Background: an optimization exercise with open tools, aiming at small area, a short achievable clock period and few clock cycles. Do not read the settings as production practice. Only simulation tests tie the RTL to the original design; equivalence was not proved. Power is estimated from default activity; no workload was simulated.

==> flow/flow/run.sh <==
#!/bin/bash
set -o pipefail
MARGIN=7.0
sed -e 's/ SETUP_SLACK_MARGIN=[^ ]*//' \
    -e "s/\"\${@:-finish}\"/SETUP_SLACK_MARGIN=$MARGIN \"\${@:-finish}\"/" \
    standard.sh > standard_margin.sh
bash standard_margin.sh > standard.log 2>&1
==> flow/standard.sh <==
#!/bin/bash
# synth_recipe.tcl (not shown) runs the flow's synth.tcl, then flattens the netlist and writes it again
# the make line also repeats each setting of config.mk as NAME=value (left out here)
make -C /OpenROAD-flow-scripts/flow DESIGN_CONFIG=/design/flow/config.mk WORK_HOME=/design/flow/orfs CLKGATE_MAP_FILE= SYNTH_SCRIPT=/design/flow/synth_recipe.tcl "${@:-finish}"
==> flow/config.mk <==
export PLATFORM = sky130hd
export DESIGN_NAME = arc4_gen
export DESIGN_NICKNAME = arc4_gen
export VERILOG_FILES = /design/flow/design.v
export SDC_FILE = /design/flow/constraint.sdc
export NUM_CORES = 4
export LEC_CHECK = 0
export CAP_MARGIN = 40
export CORE_MARGIN = 2
export CORE_UTILIZATION = 45
export CTS_CLUSTER_DIAMETER = 80
export CTS_CLUSTER_SIZE = 20
export PLACE_DENSITY = 0.55
export SETUP_SLACK_MARGIN = 5
export SLEW_MARGIN = 20
==> flow/constraint.sdc <==
create_clock -name core_clock -period 10.0 [get_ports {clk}]
set_input_delay 2.0000 -clock core_clock [delete_from_list [all_inputs] [get_ports {clk}]]
set_output_delay 2.0000 -clock core_clock [all_outputs]
set_load 0.01 [all_outputs]
==> flow/design.v <==
module arc4_gen #(
  parameter int KEY_BYTES  = 3,
  parameter int ADDR_W     = 8,
  parameter int DROP_BYTES = 256
) (
  input  logic                   clk,
  input  logic                   rst,
  input  logic                   en,
  output logic                   rdy,
  output logic                   done,
  input  logic [8*KEY_BYTES-1:0] key,
  output logic [ADDR_W-1:0]      ct_addr,
  input  logic [7:0]             ct_rddata,
  output logic [ADDR_W-1:0]      pt_addr,
  output logic [7:0]             pt_wrdata,
  output logic                   pt_wren
);
  localparam int KW = 8 * KEY_BYTES;
  logic r_rdy;     
  logic r_busy;    
  logic r_idle;
  logic r_done;
  logic r_first;   
  logic r_ksa;     
  logic r_prga;    
  logic r_nop1;    
  logic r_vb;      
  logic r_vc;
  logic r_vd;
  logic r_len0;
  logic [7:0]        r_o;       
  logic [7:0]        r_i;       
  logic [7:0]        r_ctr;     
  logic [7:0]        r_q;       
  logic [7:0]        r_lm1;     
  logic [KW-1:0]     r_key;     
  logic [7:0]        r_si;      
  logic [7:0]        r_si2;
  logic              r_fwd;     
  logic              r_jr0;     
  logic [7:0]        r_jlog;    
  logic [15:0]       r_jh;      
  logic [15:0]       r_jl;      
  logic [15:0]       r_rh;      
  logic [15:0]       r_rl;
  logic [7:0]        r_sj;      
  logic [7:0]        r_tb2;     
  logic [15:0]       r_th;      
  logic [15:0]       r_tl;
  logic [7:0]        r_tx;      
  logic              r_fjd;     
  logic [ADDR_W-1:0] r_pt_addr;
  logic [7:0]        r_pt_wrdata;
  logic              r_pt_wren;
  logic [255:0][7:0] r_s;
  logic       w_step;
  logic [7:0] w_s1;
  logic [7:0] w_si;
  logic [7:0] w_kn;
  logic [7:0] w_jr;
  logic [7:0] w_qn;
  logic [7:0] w_jl;
  logic [7:0] w_xo;
  logic [7:0] w_rb;
  logic [7:0] w_t1;
  logic [7:0] w_tlog;
  logic [7:0] w_sjv;
  logic       w_fi;
  logic       w_fj;
  logic [254:0] w_sel;
  logic       w_last;
  logic       w_end;
  logic       w_next_idle;
  assign rdy       = r_rdy;
  assign r_idle    = ~r_busy;
  assign done      = r_done;
  assign ct_addr   = ADDR_W'(r_ctr);
  assign pt_addr   = r_pt_addr;
  assign pt_wrdata = r_pt_wrdata;
  assign pt_wren   = r_pt_wren;
  function automatic logic [7:0] add2(input logic [7:0] a, input logic [7:0] b);
    logic [7:0] g, p, gg, pp;
    g = a & b;
    p = a ^ b;
    gg = g;
    pp = p;
    for (int l = 0; l < 3; l++)
      for (int k = 7; k >= 1; k--)
        if (k >= (1 << l)) begin
          gg[k] = gg[k] | (pp[k] & gg[k-(1<<l)]);
          pp[k] = pp[k] & pp[k-(1<<l)];
        end
    add2 = p ^ {gg[6:0], 1'b0};
  endfunction
  function automatic logic [7:0] add3(input logic [7:0] a, input logic [7:0] b,
                                      input logic [7:0] c);
    add3 = add2(a ^ b ^ c, {(a[6:0] & b[6:0]) | (a[6:0] & c[6:0]) | (b[6:0] & c[6:0]), 1'b0});
  endfunction
  function automatic logic [15:0] onehot4(input logic [3:0] v);
    for (int k = 0; k < 16; k++) onehot4[k] = (v == 4'(k));
  endfunction
  function automatic logic [7:0] rd(input logic [255:0][7:0] s,
                                    input logic [15:0] h, input logic [15:0] l);
    logic [7:0] g;
    rd = 8'd0;
    for (int a = 0; a < 16; a++) begin
      g = 8'd0;
      for (int b = 0; b < 16; b++) g = g | (s[(16*a + b + 255) % 256] & {8{l[b]}});
      rd = rd | (g & {8{h[a]}});
    end
  endfunction
  assign w_step = r_ksa | r_prga;
  assign w_s1   = r_s[1] ^ ~r_i;                 
  assign w_si   = r_fwd ? r_si : w_s1;
  assign w_jr   = r_fwd ? add2(r_q, r_si) : add2(r_q, w_s1);   
  assign w_kn   = r_ksa ? r_key[KW-9 -: 8] : 8'hFF;
  assign w_qn   = r_fwd ? add3(r_q, r_si, w_kn) : add3(r_q, w_s1, w_kn);
  assign w_jl   = r_fwd ? add3(r_q, r_si, r_o) : add3(r_q, w_s1, r_o);   
  assign w_xo   = r_idle ? 8'h00 : (r_si ^ r_jlog);     
  assign w_rb   = rd(r_s, r_rh, r_rl);
  assign w_sjv  = w_rb ^ r_jlog ^ {8{~r_jr0}};          
  always_comb begin
    for (int q = 0; q < 255; q++)
      w_sel[q] = r_jh[((q + 2) % 256) / 16] & r_jl[(q + 2) % 16];
  end
  assign w_t1   = add2(r_tb2, r_sj);             
  assign w_tlog = add2(r_si2, r_sj);             
  assign w_fi   = (w_t1 == 8'd0);
  assign w_fj   = (w_t1 == r_q);
  always_ff @(posedge clk) begin
    for (int q = 0; q < 255; q++)
      r_s[q] <= ~(w_sel[q] ? ((q % 2 == 1) ? w_xo : ~w_xo) : r_s[q+1]);
    r_s[255] <= w_rb ^ (r_idle ? 8'hFF : r_jlog ^ r_o ^ {8{r_jr0}});
  end
  assign w_last      = r_ksa & (r_o == 8'hFE) & r_len0;    
  assign w_end       = r_vd & ~r_vc;                         
  assign w_next_idle = rst | (r_idle & ~en) | w_last | w_end;
  always_ff @(posedge clk) begin
    r_fwd <= w_step & (w_jr == 8'd2);
    r_si  <= w_si;
    r_jr0 <= w_step ? w_jr[0] : 1'b1;
    r_jlog <= r_idle ? 8'hFF : (w_step ? w_jl : r_i);
    r_jh  <= w_next_idle ? 16'hFFFF : (w_step ? onehot4(w_jr[7:4]) : 16'h0001);
    r_jl  <= w_next_idle ? 16'hFFFF : (w_step ? onehot4(w_jr[3:0]) : 16'h0002);
    r_rh  <= w_next_idle ? 16'h0000 : (w_step ? onehot4(w_jr[7:4]) : 16'h0001);
    r_rl  <= w_next_idle ? 16'h0000 : (w_step ? onehot4(w_jr[3:0]) : 16'h0002);
    r_q   <= r_idle ? key[KW-1 -: 8] + 8'd1 : (w_step ? w_qn : 8'd0);
    r_o   <= r_idle ? 8'hFF : r_o + 8'd1;
    r_i   <= r_idle ? 8'h00 : r_i + 8'd1;
    for (int b = 0; b < KEY_BYTES; b++)
      if (r_idle) r_key[8*b +: 8] <= key[8*b +: 8] - 8'd1;
    if (!r_idle) r_key <= {r_key[KW-9:0], r_key[KW-1 -: 8]};
    r_si2 <= r_si;
    r_sj  <= w_sjv;
    r_tb2 <= r_si + ~r_o;
    r_th  <= (r_vc & ~w_fi & ~w_fj) ? onehot4(w_t1[7:4]) : 16'h0000;
    r_tl  <= onehot4(w_t1[3:0]);
    r_tx  <= (~r_vc | (w_fj & ~w_fi)) ? 8'h00 : w_fi ? r_si : (w_tlog ^ {8{~w_t1[0]}});
    r_fjd <= r_vc & w_fj & ~w_fi;
    if (r_first) begin
      r_lm1  <= ct_rddata - 8'd1;
      r_len0 <= (ct_rddata == 8'd0);
    end
  end
  always_ff @(posedge clk) begin
    if (rst) begin
      r_rdy       <= 1'b1;
      r_busy      <= 1'b0;
      r_done      <= 1'b0;
      r_first     <= 1'b0;
      r_ksa       <= 1'b0;
      r_prga      <= 1'b0;
      r_nop1      <= 1'b0;
      r_vb        <= 1'b0;
      r_vc        <= 1'b0;
      r_vd        <= 1'b0;
      r_ctr       <= '0;
      r_pt_addr   <= '0;
      r_pt_wrdata <= '0;
      r_pt_wren   <= 1'b0;
    end else begin
      r_done      <= 1'b0;
      r_first     <= 1'b0;
      r_vb        <= r_prga;
      r_vc        <= r_vb;
      r_vd        <= r_vc;
      r_pt_wren   <= r_first | r_vd;
      r_pt_addr   <= r_first ? '0 : ADDR_W'(r_ctr + 8'hFF);
      r_pt_wrdata <= ct_rddata ^ rd(r_s, r_th, r_tl) ^ r_tx ^ (r_fjd ? r_sj : 8'h00);
      r_ctr       <= (r_idle | w_last | w_end) ? 8'h00 :
                     r_first ? 8'hFF : r_ctr + 8'd1;
      r_nop1      <= r_ksa & (r_o == 8'hFE) & ~r_len0;
      if (r_idle && en) begin
        r_rdy   <= 1'b0;
        r_busy  <= 1'b1;
        r_ksa   <= 1'b1;
        r_first <= 1'b1;
      end
      if (r_ksa && r_o == 8'hFE) r_ksa <= 1'b0;
      if (r_nop1) r_prga <= 1'b1;
      if (r_prga && r_o == r_lm1) r_prga <= 1'b0;
      if (w_last || w_end) begin
        r_done <= 1'b1;
        r_rdy  <= 1'b1;
        r_busy <= 1'b0;
        r_ksa  <= 1'b0;
        r_prga <= 1'b0;
      end
    end
  end
endmodule
==> results.yml, run 1 <==
cts:
  cts_buffers: 144
  clock_latency_ps: 910
  cts_sinks: 2287
  holdBufCountCts: 0
  clk_pin_slew_ps: 90
  cts-htree-levels: 4
  root_buffer: "clkbuf_16"
  cts_tree: "done"
  cts.path.max_buffers: 3
route:
  via_per_inst: 7.57
  first_iter_violations: 24842
  vias: 108658
  drtAntennaViolNets: 0
  dr.pass1.iters: 14
  drc: 0
  routedWlPerCell_um: 43.4
  wl_um: 624000
worst_hold_path:
  holdCritPathClass: "flop to flop"
critical_path:
  crit_path_max_incr_delay_ps: 750
  startpoint: "r_rl[1]"
  r2r-end: "r_sj[3]"
  arrival_ps: 4400
  rrSetupSlack_ps: 6370
  cp_top_family: "simple AND/OR/NAND/NOR gates"
  crit_buf_inv: 2
  end_kind: "flop"
  required_ps: 10770
  crit_path_frequent_cell: "nand4_1"
  critPathKind: "flop to flop"
  r2r_start: "r_rl[1]"
  endpoint: "r_sj[3]"
  slowest_stage: "a22oi_2"
  reg2reg_depth: 9
  cp.depth: 9
  crit_path_max_fanout: 6
  path_cells: "buf_16, buf_4, a22o_1, a221oi_2, nand4_1, a22oi_2, nand4_1, or3_4, xnor2_2"
  critPathLaunchType: "flop"
logic_synthesis:
  synth_xor_xnor_area_share_pct: 1.82
  synthMuxAreaShare_pct: 0.136
  ys_ff_latch: 2287
  synth_flop_cell: "dfxtp_1"
  synth_fa_ha_area_share_pct: 1.67
  syn_nets: 11565
  ys_warn_count: 1
  ys_types: 80
  synth.yosys.seq_area_share_pct: 47.4
  synth-compound-area-share_pct: 30.7
  synth-edff-count: 17
  avgSynthCellArea_um2: 8.48
  postSynthCellCount: 11423
  synth_area_mm2: 0.0969
  synth_top_family_by_area: "compound AO/OA/AOI/OAI gates"
  synth-simple-area-share_pct: 13.8
  async_reset_ff_share_pct: 0
power:
  peakVddDrop_mv: 0.226
  p_leak_nw: 44.9
  powerDensity_mw_per_mm2: 273
floorplan:
  die_h_um: 468
  rows: 170
  die_x_um: 468
  io_pins: 62
  initial_core_util_pct: 45.2
  core_mm2: 0.214
  die-area_mm2: 0.219
finish:
  mostFrequentLayoutCells: "dfxtp_1 (2175), nor2_1 (2145), a21oi_1 (2087), a22oi_1 (842), a22o_1 (615)"
  drive_gt1_share_pct: 12.6
  final_nets: 11516
  fin_util_pct: 53.9
  layout_commonest_cell: "dfxtp_1"
  fill_cells: 19517
  area_delta_synth_final_pct: 19.2
sta:
  final.setup.tns_ps: 0
  tightest_slew_ps: 1120
  period_share_pct: 36.3
  fin_crit_ps: 3630
  grt_setup_unrepaired: "yes"
  hold_viol: 0
  finClkSkew_ps: 45.8
  fmax_mhz: 276
  setup_viol: 0
  relSlewSlack_pct: 25.4
  drv_slew: 0
global_route:
  grt_start_max_net_pins: 123
  grt_pass1_wl_um: 814000
  antenna_found_initial: 66
  gr-total-overflow: 0
  grt_usage_pct: 53.8
  grt_use_met3_pct: 32.0
  use_met2_pct: 69.3
  grt_use_met1_pct: 62.7
  grt-busiest-layer: "met2"
  grt_pass1_vias: 94650
place:
  place_hpwl_um: 330000
  port_buffers: 61
  routabilityCongestion: 1.01
flow_run:
  cap_viol_max_count: 0
run_status:
  outcome: "finished clean"
==> power breakdown <==
group | switching [W] | internal [W]
clock | 0.00354 | 0.00304
sequential | 0.00287 | 0.0115
combinational | 0.00698 | 0.00358
==> per-layer routing <==
layer / up-vias / part of all wire [%]
li1: 41928 / -
met1: 50852 / 34
met2: 11940 / 37
met3: 3871 / 18
met4: 67 / 11
met5: - / 0.27
==> kinds of logic (layout without fill, tap and decap cells) <==
group	Yosys count	count (layout)
buf+inv	1143	1162
mux	13	13
simple gates	3171	3181
flops	2287	2287
compound gates	4505	4505
other cells	0	71
fa+ha+maj	107	107
xor+xnor	197	197
==> sequential cells by signal, summed over array words and instances, names as in the netlist, 16 cells and up <==
| register | flops |
|---|---|
| r_tl | 16 |
| r_jl | 16 |
| r_s | 2048 |
| r_jh | 16 |
| r_key | 24 |
| r_th | 16 |
| r_rl | 16 |
| r_rh | 16 |
==> worst reg2reg max path, stage by stage (launching register included) <==
cell	delay, ps
dfxtp_4	450
buf_16	190
buf_4	180
a22o_1	250
a221oi_2	180
nand4_1	580
a22oi_2	750
nand4_1	290
or3_4	460
xnor2_2	170
==> metrics by stage <==
stage / area [um2] / total power [W] / cells / hold slack [ps] / setup slack, ps
6_report: 116000 / 0.0315 / 14361 / 405 / 6370
4_1_cts: 112000 / 0.0299 / 14127 / 422 / 6590
3_3_place_gp: 99200 / 0.0224 / 13471 / 410 / 5270
5_1_grt: 115000 / 0.0319 / 14302 / 422 / 6550
2_1_floorplan: 97000 / 0.0184 / 11423 / 346 / 6850
3_5_place_dp: 100000 / 0.0226 / 13543 / 416 / 5420
==> how the worst min path moves through the flow <==
stage | endpoint | start | slack (ps) | cells past startpoint
CTS | r_key[14] | r_key[6] | 420 | 2
global placement | r_key[0] | r_key[16] | 410 | 2
floorplan | r_si2[7] | r_si[7] | 350 | 0
finish | r_key[14] | r_key[6] | 400 | 2
detailed placement | r_key[6] | r_key[22] | 420 | 2
global route | r_key[14] | r_key[6] | 420 | 2
==> cell usage after synthesis, drive strengths merged (11+ instances only) <==
cell,number,share of area [%]
xor2,75,0.69
ha,70,0.90
nor2,2147,8.3
fa,37,0.76
a221oi,613,5.5
or3,11,0.071
dfxtp,2270,47
inv,102,0.40
mux2i,12,0.12
a21oi,2099,11
xnor2,120,1.1
o2111ai,13,0.12
clkbuf,821,3.2
and2,12,0.077
edfxtp,17,0.53
nor3,41,0.22
o21ai,156,0.81
buf,219,0.87
o31ai,45,0.35
a22oi,878,6.8
nand2,445,1.7
nand2b,16,0.10
nand3,144,0.74
nand4,255,1.6
nor3b,16,0.12
a22o,618,5.6
a21o,16,0.12
==> cell type report <==
class,count,area [um2],share of cell area (%)
Clock buffer,184,4070,3.52
Clock inverter,40,443,0.383
Timing Repair Buffer,835,11900,10.3
Sequential cell,2287,46200,40.0
Inverter,103,389,0.337
Antenna cell,71,178,0.154
Multi-Input combinational cell,8003,48800,42.3
Tap cell,2838,3550,3.07
==> timing repair <==
action	4_1_cts	5_1_grt
pin swaps	148	162
setup endpoints to repair	530	237
gates cloned	84	16
setup buffers	276	132
gates resized for setup	703	259
Testbench counts, summed over its fixed seeds: cycles 44,067.
==> run 2, diff against run 1 <==
==> flow/flow/run.sh (replaced) <==
#!/bin/bash
set -o pipefail
MARGIN=6.8
sed -e 's/ SETUP_SLACK_MARGIN=[^ ]*//' \
    -e "s/\"\${@:-finish}\"/SETUP_SLACK_MARGIN=$MARGIN \"\${@:-finish}\"/" \
    standard.sh > standard_margin.sh
bash standard_margin.sh > standard.log 2>&1
--- a/flow/config.mk
+++ b/flow/config.mk
@@ -7,9 +7,9 @@
 export LEC_CHECK = 0
 export CAP_MARGIN = 40
 export CORE_MARGIN = 2
-export CORE_UTILIZATION = 45
-export CTS_CLUSTER_DIAMETER = 80
-export CTS_CLUSTER_SIZE = 20
-export PLACE_DENSITY = 0.55
+export CORE_UTILIZATION = 52
+export CTS_CLUSTER_DIAMETER = 90
+export CTS_CLUSTER_SIZE = 25
+export PLACE_DENSITY = 0.62
 export SETUP_SLACK_MARGIN = 5
 export SLEW_MARGIN = 20
==> results.yml, run 2 <==
sta:
  tightest_slew_ps: 1130
  setup_viol: 0
  period_share_pct: 41.5
  fin_crit_ps: 4150
  final.setup.tns_ps: 0
  finClkSkew_ps: 50.7
  fmax_mhz: 241
  grt_setup_unrepaired: "yes"
  drv_slew: 0
  hold_viol: 0
  hold_slack_ps: 438
  relSlewSlack_pct: 24.5
floorplan:
  core_mm2: 0.185
  rows: 158
  initial_core_util_pct: 52.3
  io_pins: 62
  die-area_mm2: 0.190
  die_x_um: 436
  die_h_um: 436
global_route:
  grt_pass1_vias: 93851
  grt_start_max_net_pins: 129
  grt_usage_pct: 56.1
  grt_pass1_wl_um: 755000
  antenna_found_initial: 64
  gr-total-overflow: 0
logic_synthesis:
  postSynthCellCount: 11423
  synth_flop_cell: "dfxtp_1"
  ys_types: 80
  avgSynthCellArea_um2: 8.48
  ys_ff_latch: 2287
  syn_nets: 11565
  synth_area_mm2: 0.0969
  synth-edff-count: 17
  ys_warn_count: 1
  synth.yosys.seq_area_share_pct: 47.4
  yosysTopAreaCell: "dfxtp_1"
  synth.most_common_cell: "dfxtp_1"
  async_reset_ff_share_pct: 0
  synthTopCellsByArea: "dfxtp_1 (47%), a21oi_1 (11%), nor2_1 (8.3%)"
  synth.top_cells.by_count: "dfxtp_1 (2270), nor2_1 (2146), a21oi_1 (2098)"
  synth_top_area_share_pct: 46.9
finish:
  drive_gt1_share_pct: 8.50
  seq_area_mm2: 0.0462
  top_register: "r_s"
  reg_top3: "r_s (2048), r_key (24)"
  area_delta_synth_final_pct: 12.3
  multi_input_area_mm2: 0.0478
  mostFrequentLayoutCells: "dfxtp_1 (2197), nor2_1 (2145), a21oi_1 (2092), a22oi_1 (846), a22o_1 (618)"
  largest_reg_flops: 2048
  final_nets: 11202
  fill_cells: 16356
  layout_commonest_cell: "dfxtp_1"
route:
  routedWlPerCell_um: 41.3
  vias: 107707
  dr.pass1.iters: 17
  drc: 0
  first_iter_violations: 26406
  via_per_inst: 7.86
  drtAntennaViolNets: 0
  wl_um: 566000
critical_path:
  arrival_ps: 4890
  crit_path_max_incr_delay_ps: 670
  critPathLaunchType: "flop"
  slowest_stage: "nand4_1"
  path_cells: "buf_16, buf_16, a221oi_4, nand4_1, a22oi_2, nand4_1, or3_4, xor2_1"
  required_ps: 10740
  crit_path_max_fanout: 27
  end_kind: "flop"
  critPathKind: "flop to flop"
place:
  routabilityCongestion: 1.05
  port_buffers: 61
  place_hpwl_um: 312000
power:
  p_leak_nw: 41.9
  power_w: 0.0296
  peakVddDrop_mv: 0.255
  powerDensity_mw_per_mm2: 272
run_status:
  outcome: "finished clean"
flow_run:
  cap_viol_max_count: 0
cts:
  holdBufCountCts: 0
  cts_tree: "done"
  clk_pin_slew_ps: 110
  cts-htree-levels: 3
  cts.path.max_buffers: 3
  cts_buffers: 112
  root_buffer: "clkbuf_16"
  clock_latency_ps: 880
  cts_sinks: 2287
worst_hold_path:
  holdCritPathClass: "flop to flop"
run 2: logic make-up after synthesis:
| family | Yosys count | share of synthesized area (%) |
|---|---|---|
| DFF | 2287 | 47.4 |
| muxes | 13 | 0.136 |
| and+or+nand+nor | 3171 | 13.8 |
| AOI/OAI and AO/OA | 4505 | 30.7 |
| adders and majority gates | 107 | 1.67 |
| buffers and inverters | 1143 | 4.45 |
| xor gates and xnor gates | 197 | 1.82 |
run 2: cell type report:
class                           instances  share of cell area (%)
Multi-Input combinational cell       7997                    43.9
Clock buffer                          133                    2.77
Tap cell                             2480                    2.85
Timing Repair Buffer                  559                    7.06
Antenna cell                          110                   0.253
Sequential cell                      2287                    42.4
Clock inverter                         39                   0.374
Inverter                              103                   0.359
run 2: power breakdown:
part,internal (W),switching [W],leakage (nW)
Clock,0.00223,0.00335,1.67
Sequential,0.0115,0.00279,19.2
Combinational,0.00319,0.00658,21.0
run 2: routing by layer:
metal | share of wire, % | routed length (um) | GRT usage (%)
met5 | 0.44 | 2460 | 11.1
met4 | 11 | 64400 | 44.9
met3 | 19 | 110000 | 35.6
met2 | 36 | 204000 | 71.1
met1 | 33 | 185000 | 64.7
run 2: final timing paths:
kind                            slack (ps)  startpoint  cells after the start   endpoint
worst min-delay path                   440      r_len0                      1     r_nop1
worst max register to register        5850    r_rl[11]                      8  r_s[2042]
worst min register to register         440      r_len0                      1     r_nop1
worst max-delay path                  5850    r_rl[11]                      8  r_s[2042]
run 2: timing repair:
item | CTS | global route
cloned | 45 | 10
endpoints found under the setup margin | 274 | 238
pin swaps | 54 | 74
resized for setup | 444 | 167
setup buffers | 111 | 76
run 2: worst max-delay path: cells and delay by family, from the launching register on:
kind,cells,cell delay [ps]
and+or+nand+nor,3,1940
AOI/OAI and AO/OA,2,920
buffers and inverters,2,490
DFF,1,380
xor gates and xnor gates,1,160
run 2: through the flow:
step / area (um2) / std cells / util [%] / worst slack [ps]
floorplan: 96900 / 11423 / - / 6830
global placement: 98700 / 13111 / 53.3 / 5050
detailed placement: 99400 / 13164 / 53.7 / 5040
CTS: 107000 / 13492 / 57.6 / 6240
global route: 109000 / 13630 / 58.6 / 6360
finish: 109000 / 13708 / 58.7 / 5850
==> run 3, diff against run 2 <==
--- a/flow/design.v
+++ b/flow/design.v
@@ -42,11 +42,11 @@
   logic [15:0]       r_jh;      
   logic [15:0]       r_jl;      
   logic [15:0]       r_rh;      
-  logic [15:0]       r_rl;
+  logic [63:0]       r_rl;      
   logic [7:0]        r_sj;      
   logic [7:0]        r_tb2;     
   logic [15:0]       r_th;      
-  logic [15:0]       r_tl;
+  logic [63:0]       r_tl;
   logic [7:0]        r_tx;      
   logic              r_fjd;     
   logic [ADDR_W-1:0] r_pt_addr;
@@ -99,13 +99,18 @@
   function automatic logic [15:0] onehot4(input logic [3:0] v);
     for (int k = 0; k < 16; k++) onehot4[k] = (v == 4'(k));
   endfunction
+  function automatic logic [63:0] onehotq(input logic [7:0] v);
+    for (int a = 0; a < 4; a++)
+      for (int b = 0; b < 16; b++)
+        onehotq[16*a + b] = (v[7:6] == 2'(a)) && (v[3:0] == 4'(b));
+  endfunction
   function automatic logic [7:0] rd(input logic [255:0][7:0] s,
-                                    input logic [15:0] h, input logic [15:0] l);
+                                    input logic [15:0] h, input logic [63:0] l);
     logic [7:0] g;
     rd = 8'd0;
     for (int a = 0; a < 16; a++) begin
       g = 8'd0;
-      for (int b = 0; b < 16; b++) g = g | (s[(16*a + b + 255) % 256] & {8{l[b]}});
+      for (int b = 0; b < 16; b++) g = g | (s[(16*a + b + 255) % 256] & {8{l[16*(a/4) + b]}});
       rd = rd | (g & {8{h[a]}});
     end
   endfunction
@@ -143,7 +148,7 @@
     r_jh  <= w_next_idle ? 16'hFFFF : (w_step ? onehot4(w_jr[7:4]) : 16'h0001);
     r_jl  <= w_next_idle ? 16'hFFFF : (w_step ? onehot4(w_jr[3:0]) : 16'h0002);
     r_rh  <= w_next_idle ? 16'h0000 : (w_step ? onehot4(w_jr[7:4]) : 16'h0001);
-    r_rl  <= w_next_idle ? 16'h0000 : (w_step ? onehot4(w_jr[3:0]) : 16'h0002);
+    r_rl  <= w_next_idle ? '0 : (w_step ? onehotq(w_jr) : onehotq(8'd1));
     r_q   <= r_idle ? key[KW-1 -: 8] + 8'd1 : (w_step ? w_qn : 8'd0);
     r_o   <= r_idle ? 8'hFF : r_o + 8'd1;
     r_i   <= r_idle ? 8'h00 : r_i + 8'd1;
@@ -154,7 +159,7 @@
     r_sj  <= w_sjv;
     r_tb2 <= r_si + ~r_o;
     r_th  <= (r_vc & ~w_fi & ~w_fj) ? onehot4(w_t1[7:4]) : 16'h0000;
-    r_tl  <= onehot4(w_t1[3:0]);
+    r_tl  <= onehotq(w_t1);
     r_tx  <= (~r_vc | (w_fj & ~w_fi)) ? 8'h00 : w_fi ? r_si : (w_tlog ^ {8{~w_t1[0]}});
     r_fjd <= r_vc & w_fj & ~w_fi;
     if (r_first) begin
==> flow/flow/run.sh (replaced) <==
#!/bin/bash
set -o pipefail
MARGIN=6.6
sed -e 's/ SETUP_SLACK_MARGIN=[^ ]*//' \
    -e "s/\"\${@:-finish}\"/SETUP_SLACK_MARGIN=$MARGIN \"\${@:-finish}\"/" \
    standard.sh > standard_margin.sh
bash standard_margin.sh > standard.log 2>&1
--- a/flow/config.mk
+++ b/flow/config.mk
@@ -7,9 +7,9 @@
 export LEC_CHECK = 0
 export CAP_MARGIN = 40
 export CORE_MARGIN = 2
-export CORE_UTILIZATION = 52
+export CORE_UTILIZATION = 45
 export CTS_CLUSTER_DIAMETER = 90
 export CTS_CLUSTER_SIZE = 25
-export PLACE_DENSITY = 0.62
+export PLACE_DENSITY = 0.55
 export SETUP_SLACK_MARGIN = 5
 export SLEW_MARGIN = 20
==> results.yml, run 3 <==
logic_synthesis:
  synth_xor_xnor_area_share_pct: 1.74
  syn_nets: 11675
  synthMuxAreaShare_pct: 0.123
  synth_top_area_share_pct: 47.9
  ys_ff_latch: 2383
  yosysTopAreaCell: "dfxtp_1"
  synth-simple-area-share_pct: 13.7
  synth.yosys.seq_area_share_pct: 48.4
  ys_types: 68
  synth-compound-area-share_pct: 30.2
  postSynthCellCount: 11533
  ys_warn_count: 1
  synth_fa_ha_area_share_pct: 1.63
  synth.most_common_cell: "dfxtp_1"
  synth_top_family_by_area: "compound AO/OA/AOI/OAI gates"
  synth-edff-count: 17
  synth_flop_cell: "dfxtp_1"
  synth_area_mm2: 0.0989
  avgSynthCellArea_um2: 8.58
  synth.top_cells.by_count: "dfxtp_1 (2366), nor2_1 (2245), a21oi_1 (2094)"
  async_reset_ff_share_pct: 0
  synthTopCellsByArea: "dfxtp_1 (48%), a21oi_1 (11%), nor2_1 (8.5%)"
sta:
  fmax_mhz: 280
  setup_viol: 0
  drv_slew: 0
  relSlewSlack_pct: 30.5
  finClkSkew_ps: 52.1
  fin_crit_ps: 3570
  hold_viol: 0
  period_share_pct: 35.7
  finalWorstSetupSlack_ps: 6430
  tightest_slew_ps: 1040
  final.setup.tns_ps: 0
  grt_setup_unrepaired: "yes"
finish:
  fill_cells: 20810
  fin_util_pct: 49.0
  largest_reg_flops: 2048
  area_delta_synth_final_pct: 8.51
  top_register: "r_s"
  final_nets: 11201
  drive_gt1_share_pct: 7.22
  finalNonFillerCells: 14044
  layout_commonest_cell: "nor2_1"
  mostFrequentLayoutCells: "nor2_1 (2242), dfxtp_1 (2197), a21oi_1 (2093), a22oi_1 (720), a22o_1 (700)"
  reg_top3: "r_s (2048), r_rl (64), r_tl (64)"
critical_path:
  cp.depth: 8
  arrival_ps: 4320
  crit_buf_inv: 1
  critPathLaunchType: "flop"
  critPathKind: "flop to flop"
  cp_top_family: "simple AND/OR/NAND/NOR gates"
  path_cells: "buf_4, a22o_1, a221oi_1, nand4_1, a22oi_1, nand4_1, or3_4, xor2_1"
  crit_path_frequent_cell: "nand4_1"
  crit_path_max_incr_delay_ps: 770
  reg2reg_depth: 8
  slowest_stage: "nand4_1"
  end_kind: "flop"
  required_ps: 10750
  crit_path_max_fanout: 32
floorplan:
  die_x_um: 473
  die_h_um: 473
  core_mm2: 0.219
  die-area_mm2: 0.224
  io_pins: 62
  rows: 172
  initial_core_util_pct: 45.2
cts:
  holdBufCountCts: 0
  cts.path.max_buffers: 3
  cts-htree-levels: 3
  root_buffer: "clkbuf_16"
  clk_pin_slew_ps: 100
  clock_latency_ps: 880
  cts_buffers: 121
  cts_sinks: 2383
  cts_tree: "done"
global_route:
  gr-total-overflow: 0
  grt_usage_pct: 45.1
  grt_pass1_vias: 91766
  antenna_found_initial: 54
  grt_start_max_net_pins: 71
  grt_pass1_wl_um: 723000
route:
  drtAntennaViolNets: 0
  drc: 0
  dr.pass1.iters: 11
  via_per_inst: 7.22
  vias: 101409
  routedWlPerCell_um: 37.7
  wl_um: 530000
  first_iter_violations: 20594
place:
  placedCellCount: 13764
  place_ws_ps: 5360
  place_hpwl_um: 331000
  port_buffers: 61
  routabilityCongestion: 1.03
power:
  switchingPower_w: 0.0152
  intPower_w: 0.0182
  pwr-share-clk_pct: 18.6
  peakVddDrop_mv: 0.231
  p_leak_nw: 41.2
  swShare_pct: 45.5
  seq_power_share_pct: 44.6
  powerDensity_mw_per_mm2: 312
  p_comb_share_pct: 36.8
run_status:
  outcome: "finished clean"
flow_run:
  cap_viol_max_count: 0
worst_hold_path:
  holdPathStages: 2
  holdCritPathClass: "flop to flop"
## run 3: cell count changes after synthesis, moves of 20 or more
cell      previous run  this run
a221oi_1           613       691
a22o_1             618       700
a22oi_1            878       738
buf_1              209       101
clkbuf_1           821       884
dfxtp_1           2270      2366
nor2_1            2146      2245
o21ai_0            155       135
o31ai_1             45        19
## run 3: per-layer routing
layer  part of all wire (%)  global-route usage [%]  up-vias
met5                   0.11                    1.15        -
met4                    8.5                    31.1       50
met3                     16                    18.3     2632
met2                     39                    62.2     9725
met1                     36                    56.9    47626
li1                       -                       -    41376
## run 3: power by group through the flow
stage | Combinational (W) | Clock [W] | Sequential [W]
2_1_floorplan | 0.00674 | 0 | 0.0135
3_5_place_dp | 0.0114 | 0 | 0.0148
5_1_grt | 0.0127 | 0.00653 | 0.0150
3_3_place_gp | 0.0112 | 0 | 0.0148
6_report | 0.0123 | 0.00621 | 0.0149
4_1_cts | 0.0115 | 0.00618 | 0.0146
## run 3: worst paths after layout
path	from	end	slack, ps
min	r_key[6]	r_key[14]	440
max reg2reg	r_rl[61]	r_s[2043]	6430
min reg2reg	r_key[6]	r_key[14]	440
max	r_rl[61]	r_s[2043]	6430
## run 3: cells by family (layout without fill, tap and decap cells)
kind of cell    count (synthesis)  count (layout)
other cells                     0              37
flops                        2383            2383
buf+inv                      1086             687
fa+ha+maj                     107             107
xor+xnor                      197             197
compound gates               4487            4487
mux                            12              12
simple gates                 3261            3263
## run 3: layout make-up
cell class / instances / area [um2] / share of cell area, %
repair buffers: 389 / 3630 / 3.38
flip-flops and latches: 2383 / 48200 / 44.9
multi-input cells: 8066 / 47400 / 44.2
clock buffers: 137 / 3270 / 3.04
inverters: 98 / 368 / 0.343
well taps: 2871 / 3590 / 3.35
clock inverters: 63 / 782 / 0.729
diodes: 37 / 92.6 / 0.0863
## run 3: worst reg2reg max path, delay by kind of cell, from the launching register on
kind | cells | cell delay [ps]
simple gates | 3 | 1510
compound gates | 3 | 1100
flops | 1 | 330
buf+inv | 1 | 330
xor+xnor | 1 | 180
## run 3: through the flow
step	cell area, um2	hold WS, ps	power [W]
6_report	107000	443	0.0335
5_1_grt	107000	462	0.0342
4_1_cts	107000	443	0.0323
3_5_place_dp	102000	426	0.0262
3_3_place_gp	101000	416	0.0260
2_1_floorplan	98900	346	0.0202
## run 3: repair_timing
action,4_1_cts,5_1_grt
endpoints found under the setup margin,214,171
setup buffers,8,16
hold endpoints to repair,0,0
resized for setup,194,95
gates cloned,1,2
pin swaps,12,30
Testbench counts of run 3, summed over its fixed seeds: cycles 44,067.
==> run 4, diff against run 3 <==
==> flow/flow/run.sh (replaced) <==
#!/bin/bash
set -o pipefail
MARGIN=6.8
sed -e 's/ SETUP_SLACK_MARGIN=[^ ]*//' \
    -e "s/\"\${@:-finish}\"/SETUP_SLACK_MARGIN=$MARGIN \"\${@:-finish}\"/" \
    standard.sh > standard_margin.sh
bash standard_margin.sh > standard.log 2>&1
==> results.yml, run 4 <==
logic_synthesis:
  synth_xor_xnor_area_share_pct: 1.74
  synth_area_mm2: 0.0989
  synth.most_common_cell: "dfxtp_1"
  async_reset_ff_share_pct: 0
  postSynthCellCount: 11533
  synth.top_cells.by_count: "dfxtp_1 (2366), nor2_1 (2245), a21oi_1 (2094)"
  synth_flop_cell: "dfxtp_1"
  synth-compound-area-share_pct: 30.2
  synthTopCellsByArea: "dfxtp_1 (48%), a21oi_1 (11%), nor2_1 (8.5%)"
  synth-simple-area-share_pct: 13.7
  synthMuxAreaShare_pct: 0.123
  synth_top_family_by_area: "compound AO/OA/AOI/OAI gates"
  syn_nets: 11675
  synth-edff-count: 17
  synth_top_area_share_pct: 47.9
  ys_warn_count: 1
  yosysTopAreaCell: "dfxtp_1"
  avgSynthCellArea_um2: 8.58
  synth.yosys.seq_area_share_pct: 48.4
  ys_ff_latch: 2383
  synth_fa_ha_area_share_pct: 1.63
  ys_types: 68
critical_path:
  r2r-end: "r_s[2042]"
  arrival_ps: 4170
  cp_top_family: "compound AO/OA/AOI/OAI gates"
  path_cells: "buf_4, a22o_1, a221oi_1, nand4_1, a22oi_2, nand4_1, or3_4, xor2_1"
  rrSetupSlack_ps: 6570
  r2r_start: "r_rl[35]"
  end_kind: "flop"
  slowest_stage: "a22oi_2"
  critPathLaunchType: "flop"
  reg2reg_depth: 8
  crit_path_frequent_cell: "nand4_1"
  crit_buf_inv: 1
  critPathKind: "flop to flop"
  required_ps: 10740
  crit_path_max_incr_delay_ps: 650
  crit_path_max_fanout: 31
cts:
  cts-htree-levels: 3
  holdBufCountCts: 0
  clk_pin_slew_ps: 100
  cts_sinks: 2383
  cts_tree: "done"
  clock_latency_ps: 860
  cts.path.max_buffers: 3
  cts_buffers: 119
  root_buffer: "clkbuf_16"
floorplan:
  io_pins: 62
  die_x_um: 473
  die_h_um: 473
  die-area_mm2: 0.224
  core_mm2: 0.219
  rows: 172
  initial_core_util_pct: 45.2
sta:
  fmax_mhz: 291
  fin_crit_ps: 3430
  tightest_slew_ps: 1080
  finClkSkew_ps: 41.2
  relSlewSlack_pct: 27.8
  hold_viol: 0
  grt_setup_unrepaired: "yes"
  hold_slack_ps: 443
  period_share_pct: 34.3
  setup_viol: 0
  final.setup.tns_ps: 0
  drv_slew: 0
route:
  routedWlPerCell_um: 37.9
  wl_um: 534000
  first_iter_violations: 21666
  vias: 101673
  via_per_inst: 7.21
  drtAntennaViolNets: 0
  dr.pass1.iters: 12
  drc: 0
finish:
  layout_commonest_cell: "nor2_1"
  fill_cells: 20679
  final_nets: 11266
  top_register: "r_s"
  area_delta_synth_final_pct: 9.62
  drive_gt1_share_pct: 8.24
  finalNonFillerCells: 14096
  largest_reg_flops: 2048
  reg_top3: "r_s (2048), r_rl (64), r_tl (64)"
  mostFrequentLayoutCells: "nor2_1 (2242), dfxtp_1 (2185), a21oi_1 (2092), a22oi_1 (715), a22o_1 (700)"
  fin_area_mm2: 0.108
power:
  intPower_w: 0.0182
  swShare_pct: 45.8
  switchingPower_w: 0.0153
  p_comb_share_pct: 38.2
  powerDensity_mw_per_mm2: 309
  pwr-share-clk_pct: 17.9
  peakVddDrop_mv: 0.183
  seq_power_share_pct: 44.0
  p_leak_nw: 41.6
worst_hold_path:
  hold_end: "r_key[15]"
  hp-start: "r_key[7]"
  holdCritPathClass: "flop to flop"
  holdPathStages: 2
global_route:
  antenna_found_initial: 44
  grt_pass1_wl_um: 727000
  gr-total-overflow: 0
  grt_usage_pct: 45.4
  grt_pass1_vias: 91969
  grt_start_max_net_pins: 58
place:
  port_buffers: 61
  placedCellCount: 13750
  place_hpwl_um: 322000
  dpl_cell_area_mm2: 0.102
  routabilityCongestion: 1.02
run_status:
  outcome: "finished clean"
flow_run:
  cap_viol_max_count: 0
[run 4: cell counts after synthesis]
Identical to the previous run, type by type.
[run 4: how the worst max path moves through the flow]
stage / from / endpoint / slack, ps / cells past startpoint
floorplan: en / r_rl[16] / 6800 / 6
global placement: rst / r_rl[19] / 5080 / 7
detailed placement: en / r_rl[35] / 5610 / 8
CTS: r_pt_wrdata[0] / pt_wrdata[0] / 6550 / 1
global route: r_pt_wrdata[0] / pt_wrdata[0] / 6590 / 1
finish: r_rl[35] / r_s[2042] / 6570 / 8
[run 4: power groups by stage]
stage	registers (W)	clock network, W	logic (W)
2_1_floorplan	0.0135	0	0.00674
3_3_place_gp	0.0147	0	0.0112
3_5_place_dp	0.0147	0	0.0115
4_1_cts	0.0145	0.00595	0.0117
5_1_grt	0.0148	0.00629	0.0130
6_report	0.0147	0.00599	0.0128
[run 4: timing repair]
action,CTS,global route
pin swaps,35,50
buffers inserted,40,50
gates cloned,8,3
setup endpoints to repair,321,222
resized for setup,361,140
[run 4: worst min-delay path, cell delays in order (launching register included)]
cell	delay, ps
dfxtp_1	320
nand2_1	40
o21ai_0	50
[run 4: final cells by class]
cell class,count,area (um2),share of cell area [%]
antenna,25,62.6,0.0577
clock buffer,137,3150,2.90
clock inverter,60,644,0.594
inverter,98,368,0.339
multi-input combinational,8068,47800,44.1
sequential,2383,48200,44.5
tap,2871,3590,3.31
timing repair buffer,454,4600,4.25
[run 4: metal layers]
metal / routed length [um] / track usage, % / vias to the layer above / part of all wire, %
met5: 388 / 0.108 / - / 0.073
met2: 209000 / 62.1 / 9800 / 39
met3: 85900 / 18.5 / 2671 / 16
li1: - / - / 41474 / -
met4: 44300 / 31.2 / 50 / 8.3
met1: 194000 / 57.7 / 47678 / 36
[run 4: per-stage QoR]
step                      util, %  power [W]  setup slack [ps]
after floorplan                 -     0.0202              6800
after global placement       46.3     0.0259              5080
after detailed placement     46.6     0.0261              5610
after CTS                    48.9     0.0321              6550
after global routing         49.5     0.0341              6590
final                        49.5     0.0335              6570
[run 4: cell families after synthesis]
family / Yosys count
fa+ha+maj: 107
flops: 2383
buf+inv: 1086
mux: 12
simple gates: 3261
xor+xnor: 197
compound gates: 4487

==> static timing again, ports no longer ideal <==
How much do the figures lean on ideal ports? The routed layouts below were timed once more, with nothing changed but the port constraints.
Step 1, drivers: a clkbuf_16 drives clk and a buf_2 each remaining input, both assumed.
Step 2 times the ports against the registers' clock, not the clock port: input delays grow and output delays shrink by t, the midpoint of the rising clock arrivals with the driver on.
Slacks: ideal / step 1 / step 2; pairs: ideal / step 1.
run	t (ns)	setup slack, ns	worst setup path after step 2	cell pins on the clock port's net
run 1	0.987	6.373 / 6.373 / 5.957	input to register	1
run 2	0.958	5.853 / 5.853 / 5.853	register to register	1
run 3	0.945	6.427 / 6.427 / 5.795	input to register	1
run 4	0.931	6.569 / 6.477 / 6.037	input to register	1
After both steps setup and hold are still met in every run listed. For run 3, which loses most, drivers alone change the setup slack by 0.000 ns; drivers and shift together by -0.632 ns.
